This design comes from an exercise in tuning for small area, a short achievable clock period and few clock cycles per item on the open sky130 flow, not from production work. In this exercise RTL edits were held to simulation tests only and were not proved equivalent to the original. No activity file was given, so power comes from the tool's default toggle rates.

==> 07-13 <==
// rpn_stack_evaluator
module rpn_stack_evaluator #(
  parameter int unsigned STACK_DEPTH = rse_pkg::STACK_DEPTH_DEF
) (
  input  logic                            clk,
  input  logic                            rst_n,
  input  logic                            in_valid,
  output logic                            in_stall,
  input  logic [34:0]                     in_data,
  output logic                            out_valid,
  input  logic                            out_stall,
  output logic [34:0]                     out_data,
  input  logic                            cfg_psel,
  input  logic                            cfg_penable,
  input  logic                            cfg_pwrite,
  input  logic [rse_pkg::CFG_ADDR_W-1:0]  cfg_paddr,
  input  logic [rse_pkg::CFG_DATA_W-1:0]  cfg_pwdata,
  output logic [rse_pkg::CFG_DATA_W-1:0]  cfg_prdata,
  output logic                            cfg_pready
);
Settings: LEC_CHECK=0, CAP_MARGIN=40, CORE_MARGIN=2, CORE_UTILIZATION=40, SETUP_SLACK_MARGIN=3.3, SLEW_MARGIN=30, TNS_END_PERCENT=5; clock period 7.0 ns.
run.sh (not shown) runs the stock make flow with config.mk's settings and CLKGATE_MAP_FILE= SYNTH_SCRIPT=/design/flow/synth_recipe.tcl, a recipe that flattens the netlist after the stock synthesis.
==> inputs of 01-24, as changes to 07-13 <==
--- a/flow/design.v
+++ b/flow/design.v
@@ -165,34 +165,35 @@
   logic          last_r, last_nxt;
   logic          md_r;
   logic [11:0]   bth_r, bth_nxt;
   logic          qb_r, qb_nxt;
   logic [W-1:0]  x_value_r;
   logic          out_valid_r, out_valid_nxt;
   logic [34:0]   out_data_r, out_data_nxt;
   logic          cfg_rdy_r;
-  logic [W-1:0]  cfg_rd_r;
+  logic          cfg_hi_r;
+  logic          stall_r;                  
   logic [W-1:0]  stack_mem [MD];
   logic [W-1:0]  mem_rd;
   logic [MD-1:0] mem_we_r, mem_re_r;
   always_comb begin
     mem_rd = '0;
     for (int i = 0; i < MD; i++) begin
       mem_rd = mem_rd | (stack_mem[i] & {W{mem_re_r[i]}});
     end
   end
   always_ff @(posedge clk) begin
     for (int i = 0; i < MD; i++) begin
       if (mem_we_r[i]) stack_mem[i] <= nos_r;
     end
   end
   logic cfg_wr;
   assign cfg_pready = cfg_rdy_r;
-  assign cfg_prdata = cfg_rd_r;
+  assign cfg_prdata = cfg_hi_r ? '0 : x_value_r;
   assign cfg_wr     = cfg_psel && cfg_penable && cfg_pwrite && cfg_rdy_r &&
                       (cfg_paddr[2] == rse_pkg::REG_X_VALUE);
   logic [W-1:0] add_p;        
   logic [W-1:0] sub_m;        
   logic [W-1:0] mul_p;        
   assign add_p = padd32(nos_r, tos_r, 1'b0);
   assign sub_m = padd32(nos_r, ~tos_r, 1'b1);
   assign mul_p = padd32(s_r, c_r, 1'b0);
@@ -227,17 +228,17 @@
   assign dshift  = {1'b0, lzb_r} - {1'b0, lza_r};
   assign q_bit   = geq32(nos_r, tos_r);
   assign q_sp    = {s_r[W-2:0], qb_r};
   assign q_cp    = qb_r ? {s_r[W-2:0], 1'b0} : {c_r[W-2:0], 1'b1};
   assign div_res = q_bit ? (neg_r ? ~{q_sp[W-2:0], 1'b0} : {q_sp[W-2:0], 1'b1})
                          : (neg_r ? ~{q_cp[W-2:0], 1'b1} : {q_sp[W-2:0], 1'b0});
   logic out_free;
   assign out_free  = !out_valid_r || !out_stall;
-  assign in_stall  = !st_idle_r;
+  assign in_stall  = stall_r;
   assign out_valid = out_valid_r;
   assign out_data  = out_data_r;
   logic acc, ok, k_push, k_op, full, lt2;
   logic a_push, a_over, a_under, a_go, a_add, a_sub, a_mul, a_div, a_multi;
   logic mul_fin, mul_it, dal_z, dal_q0, dal_go, div_fin, div_it, fin, pop;
   logic [2:0]    err_after;
   logic [DW-1:0] depth_after;
   logic          close_req, close_now, res_ok;
@@ -332,27 +333,29 @@
     for (int j = 0; j < 4; j++) begin
       t = b9[2*j +: 3];
       bth_nxt[3*j +: 3] = {t[1] ^ t[0], (t == 3'b100) || (t == 3'b011), t[2]};
     end
   end
   always_ff @(posedge clk) begin
     if (!rst_n) begin
       st_idle_r   <= 1'b1;
+      stall_r     <= 1'b0;
       st_mul_r    <= 1'b0;
       st_dal_r    <= 1'b0;
       st_div_r    <= 1'b0;
       st_cls_r    <= 1'b0;
       err_r       <= rse_pkg::ST_OK;
       depth_r     <= '0;
       out_valid_r <= 1'b0;
       x_value_r   <= '0;
       cfg_rdy_r   <= 1'b0;
     end else begin
       st_idle_r   <= st_idle_n;
+      stall_r     <= !st_idle_n;
       st_mul_r    <= st_mul_n;
       st_dal_r    <= st_dal_n;
       st_div_r    <= st_div_n;
       st_cls_r    <= st_cls_n;
       err_r       <= err_nxt;
       depth_r     <= depth_nxt;
       out_valid_r <= out_valid_nxt;
       if (cfg_wr) x_value_r <= cfg_pwdata;
@@ -368,13 +371,13 @@
     lza_r      <= lzabs(nos_r);
     lzb_r      <= lzabs(tos_r);
     neg_r      <= neg_nxt;
     last_r     <= last_nxt;
     bth_r      <= bth_nxt;
     qb_r       <= qb_nxt;
     md_r       <= (&tos_r[W-1:7]) | ~(|tos_r[W-1:7]);
     out_data_r <= out_data_nxt;
-    cfg_rd_r   <= (cfg_paddr[2] == rse_pkg::REG_X_VALUE) ? x_value_r : '0;
+    cfg_hi_r   <= cfg_paddr[2];
     for (int i = 0; i < MD; i++) mem_we_r[i] <= (depth_nxt == DW'(i + 2));
     for (int i = 0; i < MD; i++) mem_re_r[i] <= (depth_nxt == DW'(i + 3));
   end
 endmodule
==> flow/config.mk (replaced) <==
export PLATFORM = sky130hd
export DESIGN_NAME = rpn_stack_evaluator
export DESIGN_NICKNAME = rpn_stack_evaluator
export VERILOG_FILES = /design/flow/design.v
export SDC_FILE = /design/flow/constraint.sdc
export NUM_CORES = 4
export LEC_CHECK = 0
export CAP_MARGIN = 40
export CORE_MARGIN = 2
export CORE_UTILIZATION = 45
export SETUP_SLACK_MARGIN = 3.6
export SLEW_MARGIN = 30
export TNS_END_PERCENT = 0
==> inputs of 07-25, as changes to 07-13 <==
--- a/flow/design.v
+++ b/flow/design.v
@@ -165,34 +165,35 @@
   logic          last_r, last_nxt;
   logic          md_r;
   logic [11:0]   bth_r, bth_nxt;
   logic          qb_r, qb_nxt;
   logic [W-1:0]  x_value_r;
   logic          out_valid_r, out_valid_nxt;
   logic [34:0]   out_data_r, out_data_nxt;
   logic          cfg_rdy_r;
-  logic [W-1:0]  cfg_rd_r;
+  logic          cfg_hi_r;
+  logic          stall_r;                  
   logic [W-1:0]  stack_mem [MD];
   logic [W-1:0]  mem_rd;
   logic [MD-1:0] mem_we_r, mem_re_r;
   always_comb begin
     mem_rd = '0;
     for (int i = 0; i < MD; i++) begin
       mem_rd = mem_rd | (stack_mem[i] & {W{mem_re_r[i]}});
     end
   end
   always_ff @(posedge clk) begin
     for (int i = 0; i < MD; i++) begin
       if (mem_we_r[i]) stack_mem[i] <= nos_r;
     end
   end
   logic cfg_wr;
   assign cfg_pready = cfg_rdy_r;
-  assign cfg_prdata = cfg_rd_r;
+  assign cfg_prdata = cfg_hi_r ? '0 : x_value_r;
   assign cfg_wr     = cfg_psel && cfg_penable && cfg_pwrite && cfg_rdy_r &&
                       (cfg_paddr[2] == rse_pkg::REG_X_VALUE);
   logic [W-1:0] add_p;        
   logic [W-1:0] sub_m;        
   logic [W-1:0] mul_p;        
   assign add_p = padd32(nos_r, tos_r, 1'b0);
   assign sub_m = padd32(nos_r, ~tos_r, 1'b1);
   assign mul_p = padd32(s_r, c_r, 1'b0);
@@ -227,17 +228,17 @@
   assign dshift  = {1'b0, lzb_r} - {1'b0, lza_r};
   assign q_bit   = geq32(nos_r, tos_r);
   assign q_sp    = {s_r[W-2:0], qb_r};
   assign q_cp    = qb_r ? {s_r[W-2:0], 1'b0} : {c_r[W-2:0], 1'b1};
   assign div_res = q_bit ? (neg_r ? ~{q_sp[W-2:0], 1'b0} : {q_sp[W-2:0], 1'b1})
                          : (neg_r ? ~{q_cp[W-2:0], 1'b1} : {q_sp[W-2:0], 1'b0});
   logic out_free;
   assign out_free  = !out_valid_r || !out_stall;
-  assign in_stall  = !st_idle_r;
+  assign in_stall  = stall_r;
   assign out_valid = out_valid_r;
   assign out_data  = out_data_r;
   logic acc, ok, k_push, k_op, full, lt2;
   logic a_push, a_over, a_under, a_go, a_add, a_sub, a_mul, a_div, a_multi;
   logic mul_fin, mul_it, dal_z, dal_q0, dal_go, div_fin, div_it, fin, pop;
   logic [2:0]    err_after;
   logic [DW-1:0] depth_after;
   logic          close_req, close_now, res_ok;
@@ -332,27 +333,29 @@
     for (int j = 0; j < 4; j++) begin
       t = b9[2*j +: 3];
       bth_nxt[3*j +: 3] = {t[1] ^ t[0], (t == 3'b100) || (t == 3'b011), t[2]};
     end
   end
   always_ff @(posedge clk) begin
     if (!rst_n) begin
       st_idle_r   <= 1'b1;
+      stall_r     <= 1'b0;
       st_mul_r    <= 1'b0;
       st_dal_r    <= 1'b0;
       st_div_r    <= 1'b0;
       st_cls_r    <= 1'b0;
       err_r       <= rse_pkg::ST_OK;
       depth_r     <= '0;
       out_valid_r <= 1'b0;
       x_value_r   <= '0;
       cfg_rdy_r   <= 1'b0;
     end else begin
       st_idle_r   <= st_idle_n;
+      stall_r     <= !st_idle_n;
       st_mul_r    <= st_mul_n;
       st_dal_r    <= st_dal_n;
       st_div_r    <= st_div_n;
       st_cls_r    <= st_cls_n;
       err_r       <= err_nxt;
       depth_r     <= depth_nxt;
       out_valid_r <= out_valid_nxt;
       if (cfg_wr) x_value_r <= cfg_pwdata;
@@ -368,13 +371,13 @@
     lza_r      <= lzabs(nos_r);
     lzb_r      <= lzabs(tos_r);
     neg_r      <= neg_nxt;
     last_r     <= last_nxt;
     bth_r      <= bth_nxt;
     qb_r       <= qb_nxt;
     md_r       <= (&tos_r[W-1:7]) | ~(|tos_r[W-1:7]);
     out_data_r <= out_data_nxt;
-    cfg_rd_r   <= (cfg_paddr[2] == rse_pkg::REG_X_VALUE) ? x_value_r : '0;
+    cfg_hi_r   <= cfg_paddr[2];
     for (int i = 0; i < MD; i++) mem_we_r[i] <= (depth_nxt == DW'(i + 2));
     for (int i = 0; i < MD; i++) mem_re_r[i] <= (depth_nxt == DW'(i + 3));
   end
 endmodule
==> flow/config.mk (replaced) <==
export PLATFORM = sky130hd
export DESIGN_NAME = rpn_stack_evaluator
export DESIGN_NICKNAME = rpn_stack_evaluator
export VERILOG_FILES = /design/flow/design.v
export SDC_FILE = /design/flow/constraint.sdc
export NUM_CORES = 4
export LEC_CHECK = 0
export CAP_MARGIN = 40
export CORE_MARGIN = 2
export CORE_UTILIZATION = 60
export SETUP_SLACK_MARGIN = 3.6
export SLEW_MARGIN = 30
export TNS_END_PERCENT = 0
==> notes <==
In 07-13 the combinational power is higher than in 01-24, by about 6%.
Critical path depth: 01-24 is lower than 07-13 (3).
Count of clock-buffer cells in the layout: 07-25 is lower than 07-13 (3).
The lowest die area belongs to 07-25, the highest to 07-13.
Sequential share of layout area: 07-13 < 01-24 < 07-25.
07-13 passed the timing, DRC and antenna checks. 01-24 completed with no timing, DRC or antenna violations. 07-25 passed the timing, DRC and antenna checks.
Power is about the same in 07-25 and 01-24.
==> figures <==
Status: 01-24 complete, no violations; 07-13 complete, no violations; 07-25 complete, no violations
Actual transition at the worst max-transition pin: 01-24 0.946 ns; 07-13 0.847 ns; 07-25 0.942 ns
Number of flip-flops and latches: 01-24 1233; 07-13 1263; 07-25 1233
Combinational share of power: 01-24 47.3%; 07-13 47.9%; 07-25 48.4%
Area enclosed by the die boundary: 01-24 139000 um2; 07-13 161000 um2; 07-25 105000 um2
Startpoint of the lowest-slack hold path: 01-24 cfg_rdy_r; 07-13 x_value_r[4]; 07-25 cfg_rdy_r
First-pass GRT wire length: 01-24 340000 um; 07-13 334000 um; 07-25 327000 um
Final non-filler cell area: 01-24 72400 um2; 07-13 74200 um2; 07-25 72000 um2
Reg2Reg Launch Point: 01-24 bth_r[0]; 07-13 lza_r[0]; 07-25 tos_r[20]
Clock Power Share: 01-24 22.3%; 07-13 21.8%; 07-25 21.3%
Utilization after layout: 01-24 53.5%; 07-13 47.4%; 07-25 71.0%
Portion of total power attributed to sequential cells: 01-24 30.4%; 07-13 30.3%; 07-25 30.3%
Post-route minimum period: 01-24 3.76 ns; 07-13 3.75 ns; 07-25 3.72 ns
Testbench counts of 07-13, summed over its fixed seeds: cycles 19,850, programs 960.
Testbench counts of 01-24, summed over its fixed seeds: cycles 19,850, programs 960.
Testbench counts of 07-25, summed over its fixed seeds: cycles 19,850, programs 960.

========
==> run R: inputs <==
RTL: one of the versions met above, not the one the previous note started from.
Settings: LEC_CHECK=0, CAP_MARGIN=40, CORE_MARGIN=2, CORE_UTILIZATION=50, SETUP_SLACK_MARGIN=3.6, SLEW_MARGIN=30, TNS_END_PERCENT=0; clock period 7.0 ns.
==> run G (differences from run R) <==
Settings changed: CORE_UTILIZATION 50 to 40, TNS_END_PERCENT 0 to 5.
==> run E (differences from run R) <==
Settings changed: CORE_UTILIZATION 50 to 45, SETUP_SLACK_MARGIN 3.6 to 3.8, TNS_END_PERCENT 0 to 5.
==> reports/metrics.cfg <==
[run_status]
status=complete, no violations

[sta]
fin_crit_ns=3.63

[setup_path]
path_max_fanout=9
slowest_delay_ns=0.38
crit_end=out_data_r[31]
cp.arrival_ns=4.16
cp_num_cells=14
cp_data_required_time_ns=7.53

[floorplan]
well_tap_count=1625
coreArea_um2=122000

[power]
p_clk_frac=0.222
totalPowerFinal_w=0.0315

[final_layout]
syn_to_final_growth_pct=18.3

[place]
dp.cells=6808
place_area_um2=65400

# the run above: run R

==> reports/metrics.cfg <==
[floorplan]
well_tap_count=2030
coreArea_um2=152000

[setup_path]
cp.arrival_ns=4.20
path_max_fanout=12
cp_num_cells=15
cp_data_required_time_ns=7.50
crit_end=out_data_r[26]
slowest_delay_ns=0.46

[detailed_routing]
drt-wirelength-per-cell_um=32.1

[power]
p_clk_frac=0.210
pwr_density_cell_nw_per_um2=443

[place]
place_area_um2=66200

[run_status]
status=complete, no violations

[sta]
fin_crit_ns=3.69

# the run above: run G

==> reports/metrics.cfg <==
[setup_path]
cp_num_cells=16
cp.arrival_ns=4.29
slowest_delay_ns=0.53
cp_data_required_time_ns=7.54
crit_end=out_data_r[19]
path_max_fanout=5

[run_status]
status=complete, no violations

[place]
place_area_um2=65800

[sta]
fin_crit_ns=3.75

[floorplan]
coreArea_um2=135000
well_tap_count=1781
io_pins=147

[power]
p_clk_frac=0.216
totalPowerFinal_w=0.0335

# the run above: run E

Testbench counts of run R, summed over its fixed seeds: cycles 19,850, programs 960.
Testbench counts of run G, summed over its fixed seeds: cycles 19,850, programs 960.
Testbench counts of run E, summed over its fixed seeds: cycles 19,850, programs 960.

static timing again, ports no longer ideal:
The flow's constraints put no driver on any port. The routed layouts listed below were extracted and timed again, unchanged, in two steps. Step 1, drivers: a clkbuf_16 drives clk and a buf_2 each remaining input, both assumed. Step 2 adds t to the input delays and takes it off the output delays; t is the mean of the earliest and latest rising clock arrival at the registers after step 1. Input paths then give back, and output paths get back, about the clock's delay inside the block. a / b / c = ideal ports / drivers / drivers and shift; a / b = the first two.
| run | t, ns | setup WS [ns] | hold WS [ns] | worst setup path at the end | cell pins on the clock port's net |
|---|---|---|---|---|---|
| 07-13 | 0.859 | 3.252 / 3.252 / 2.469 | 0.465 / 0.465 / 0.465 | input to register | 1 |
| 01-24 | 0.849 | 3.238 / 3.238 / 2.478 | 0.445 / 0.445 / 0.445 | input to register | 1 |
| 07-25 | 0.843 | 3.278 / 3.259 / 2.417 | 0.438 / 0.438 / 0.438 | input to register | 1 |
| run R | 0.873 | 3.369 / 3.369 / 2.555 | 0.445 / 0.445 / 0.445 | input to register | 1 |
| run G | 0.850 | 3.308 / 3.308 / 2.646 | 0.438 / 0.438 / 0.438 | input to register | 1 |
| run E | 0.877 | 3.250 / 3.250 / 2.612 | 0.437 / 0.437 / 0.437 | input to register | 1 |
After both steps every run listed still meets setup and hold. For 07-25, which loses most, drivers alone change the setup slack by -0.019 ns; drivers and shift together by -0.861 ns.
